Context: an optimization exercise on an open-source flow, tuned for small area. The choices shown serve that exercise and are no tape-out recipe. Only simulation tests tie the RTL to the original design; equivalence was not proved.

==> run D <==
==> flow/design.v (excerpt) <==
module cordic_rotator (
    input  logic       clk,
    input  logic       rst_n,
    input  logic       in_valid,
    input  logic [8:0] in_x,
    input  logic [8:0] in_y,
    input  logic [8:0] in_angle,
    output logic       out_valid,
    output logic [31:0] out_x,
    output logic [31:0] out_y
);
==> flow/config.mk <==
export PLATFORM = sky130hd
export DESIGN_NAME = cordic_rotator
export DESIGN_NICKNAME = cordic_rotator
export VERILOG_FILES = /design/flow/design.v
export SDC_FILE = /design/flow/constraint.sdc
export NUM_CORES = 4
export LEC_CHECK = 0
export ABC_AREA = 1
export ABC_CLOCK_PERIOD_IN_PS = 11000
export CAP_MARGIN = 20
export CORE_MARGIN = 2
export CORE_UTILIZATION = 40
export CTS_CLUSTER_DIAMETER = 110
export CTS_CLUSTER_SIZE = 25
export SLEW_MARGIN = 20
export SYNTH_HIERARCHICAL = 1
export SYNTH_MINIMUM_KEEP_SIZE = 0
==> flow/constraint.sdc <==
create_clock -name core_clock -period 11.0 [get_ports {clk}]
set_input_delay 2.2000 -clock core_clock [delete_from_list [all_inputs] [get_ports {clk}]]
set_output_delay 2.2000 -clock core_clock [all_outputs]
set_load 0.01 [all_outputs]
standard.sh (not shown) runs the stock make flow with config.mk's settings and CLKGATE_MAP_FILE= SYNTH_SCRIPT=/design/flow/synth_recipe.tcl, a recipe that flattens the netlist after the stock synthesis.
==> flow/flow/run.sh <==
#!/bin/bash
# The standard layout, with the smallest buffer on every input and output port
# (the standard flow buffers every port too, with a larger cell).
set -euo pipefail
export BUFFER_PORTS_ARGS="-buffer_cell sky130_fd_sc_hd__buf_1"
bash standard.sh > standard.log 2>&1
==> run A: changes against run D <==
==> flow/run.sh (new file) <==
#!/bin/bash
# synth_recipe.tcl (not shown) runs the flow's synth.tcl, then flattens the netlist and writes it again
# the make line also repeats each setting of config.mk as NAME=value (left out here)
make -C /OpenROAD-flow-scripts/flow DESIGN_CONFIG=/design/flow/config.mk WORK_HOME=/design/flow/orfs CLKGATE_MAP_FILE= SYNTH_SCRIPT=/design/flow/synth_recipe.tcl finish
removed: flow/flow/run.sh
removed: flow/standard.sh
==> impl_metrics.xml <==
<?xml version="1.0" encoding="UTF-8"?>
<metrics>
  <group name="outcome">
    <metric name="result_of_the_run" unit="">no timing/DRC/antenna violations</metric>
  </group>
  <group name="timing">
    <metric name="finalClockSkew" unit="ns">0.02808</metric>
    <metric name="timing.max_slew.rel_slack" unit="">0.3889</metric>
  </group>
  <group name="final_layout">
    <metric name="finish.net_count" unit="">2706</metric>
    <metric name="synth_to_final_area_change" unit="%">5.479</metric>
  </group>
  <group name="placed_design">
    <metric name="routabilityCongestion" unit="">0.9611</metric>
  </group>
</metrics>
-- figures above: run D

==> impl_metrics.xml <==
<?xml version="1.0" encoding="UTF-8"?>
<metrics>
  <group name="timing">
    <metric name="finalClockSkew" unit="ns">0.02448</metric>
  </group>
  <group name="placed_design">
    <metric name="routabilityCongestion" unit="">0.9513</metric>
  </group>
  <group name="final_layout">
    <metric name="finish.net_count" unit="">2709</metric>
  </group>
  <group name="outcome">
    <metric name="result_of_the_run" unit="">no timing/DRC/antenna violations</metric>
  </group>
</metrics>
-- figures above: run A


========
==> exp/ember: inputs <==
Starting RTL as in the previous note.
==> flow/config.mk <==
export PLATFORM = sky130hd
export DESIGN_NAME = cordic_rotator
export DESIGN_NICKNAME = cordic_rotator
export VERILOG_FILES = /design/flow/design.v
export SDC_FILE = /design/flow/constraint.sdc
export NUM_CORES = 4
export LEC_CHECK = 0
export ABC_AREA = 1
export ABC_CLOCK_PERIOD_IN_PS = 11000
export CAP_MARGIN = 20
export CORE_MARGIN = 2
export CORE_UTILIZATION = 60
export CTS_CLUSTER_DIAMETER = 110
export CTS_CLUSTER_SIZE = 25
export SLEW_MARGIN = 20
export SYNTH_HIERARCHICAL = 1
export SYNTH_MINIMUM_KEEP_SIZE = 0
==> flow/constraint.sdc <==
create_clock -name core_clock -period 11.0 [get_ports {clk}]
set_input_delay 2.2000 -clock core_clock [delete_from_list [all_inputs] [get_ports {clk}]]
set_output_delay 2.2000 -clock core_clock [all_outputs]
set_load 0.01 [all_outputs]
==> flow/flow/run.sh <==
#!/bin/bash
# The standard layout, with the smallest buffer on every input and output port
# (the standard flow buffers every port too, with a larger cell).
set -euo pipefail
export BUFFER_PORTS_ARGS="-buffer_cell sky130_fd_sc_hd__buf_1"
bash standard.sh > standard.log 2>&1
==> inputs of exp/lagoon, as changes to exp/ember <==
--- a/flow/config.mk
+++ b/flow/config.mk
@@ -10,5 +10,5 @@
 export CAP_MARGIN = 20
 export CORE_MARGIN = 2
-export CORE_UTILIZATION = 60
+export CORE_UTILIZATION = 75
 export CTS_CLUSTER_DIAMETER = 110
 export CTS_CLUSTER_SIZE = 25
==> notes.md <==
Of exp/ember and exp/lagoon, exp/lagoon has the higher via count (gap 5.0%, measured against exp/lagoon). Synthesized cell count is the same in exp/lagoon and exp/ember. Of exp/lagoon and exp/ember, exp/lagoon has the higher first-iteration DRC count (gap about 60%, measured against exp/ember). Non-clock buffer count: exp/ember is higher than exp/lagoon (1).
==> figures <==
Status: exp/ember complete, no violations; exp/lagoon complete, no violations
Seq/total area: exp/ember 20.9%; exp/lagoon 21.1%
Die H: exp/ember 199 um; exp/lagoon 179 um
Post-place instance area: exp/ember 23400 um2; exp/lagoon 23200 um2
Share of cell area taken by multi-input logic gates: exp/ember 69.0%; exp/lagoon 69.8%
Placed Cells incl. Taps: exp/ember 2605; exp/lagoon 2490
Quantity of gates resized following cts: exp/ember 0; exp/lagoon 1
Fraction of final layout cells sized beyond drive strength 1: exp/ember 4.20%; exp/lagoon 4.36%
Horiz. Die Dim: exp/ember 199 um; exp/lagoon 179 um

[afterwards: timing with drivers on the ports]
Ports are ideal in the flow. The routed layouts listed here were re-timed in OpenROAD.
Step 1, drivers: a clkbuf_16 drives clk and a buf_2 each remaining input, both assumed.
Step 2 moves the port delays by t, midway between the first and last clock arrival at a register: inputs arrive t later, outputs are due t later. That takes back most of the time a late clock gives input paths.
Slacks: no drivers / after step 1 / after step 2; pairs: no drivers / after step 1.
run	shift t [ns]	slack for setup (ns)	hold slack, ns	worst data-port slew with drivers (ns)
run D	0.572	0.322 / 0.322 / 0.322	0.324 / 0.324 / 0.324	0.03
run A	0.551	0.377 / 0.377 / 0.377	0.327 / 0.327 / 0.327	0.04
exp/ember	0.552	0.354 / 0.354 / 0.354	0.333 / 0.333 / 0.333	0.03
exp/lagoon	0.548	0.304 / 0.304 / 0.304	0.335 / 0.335 / 0.335	0.03
After both steps every run listed still meets setup and hold.
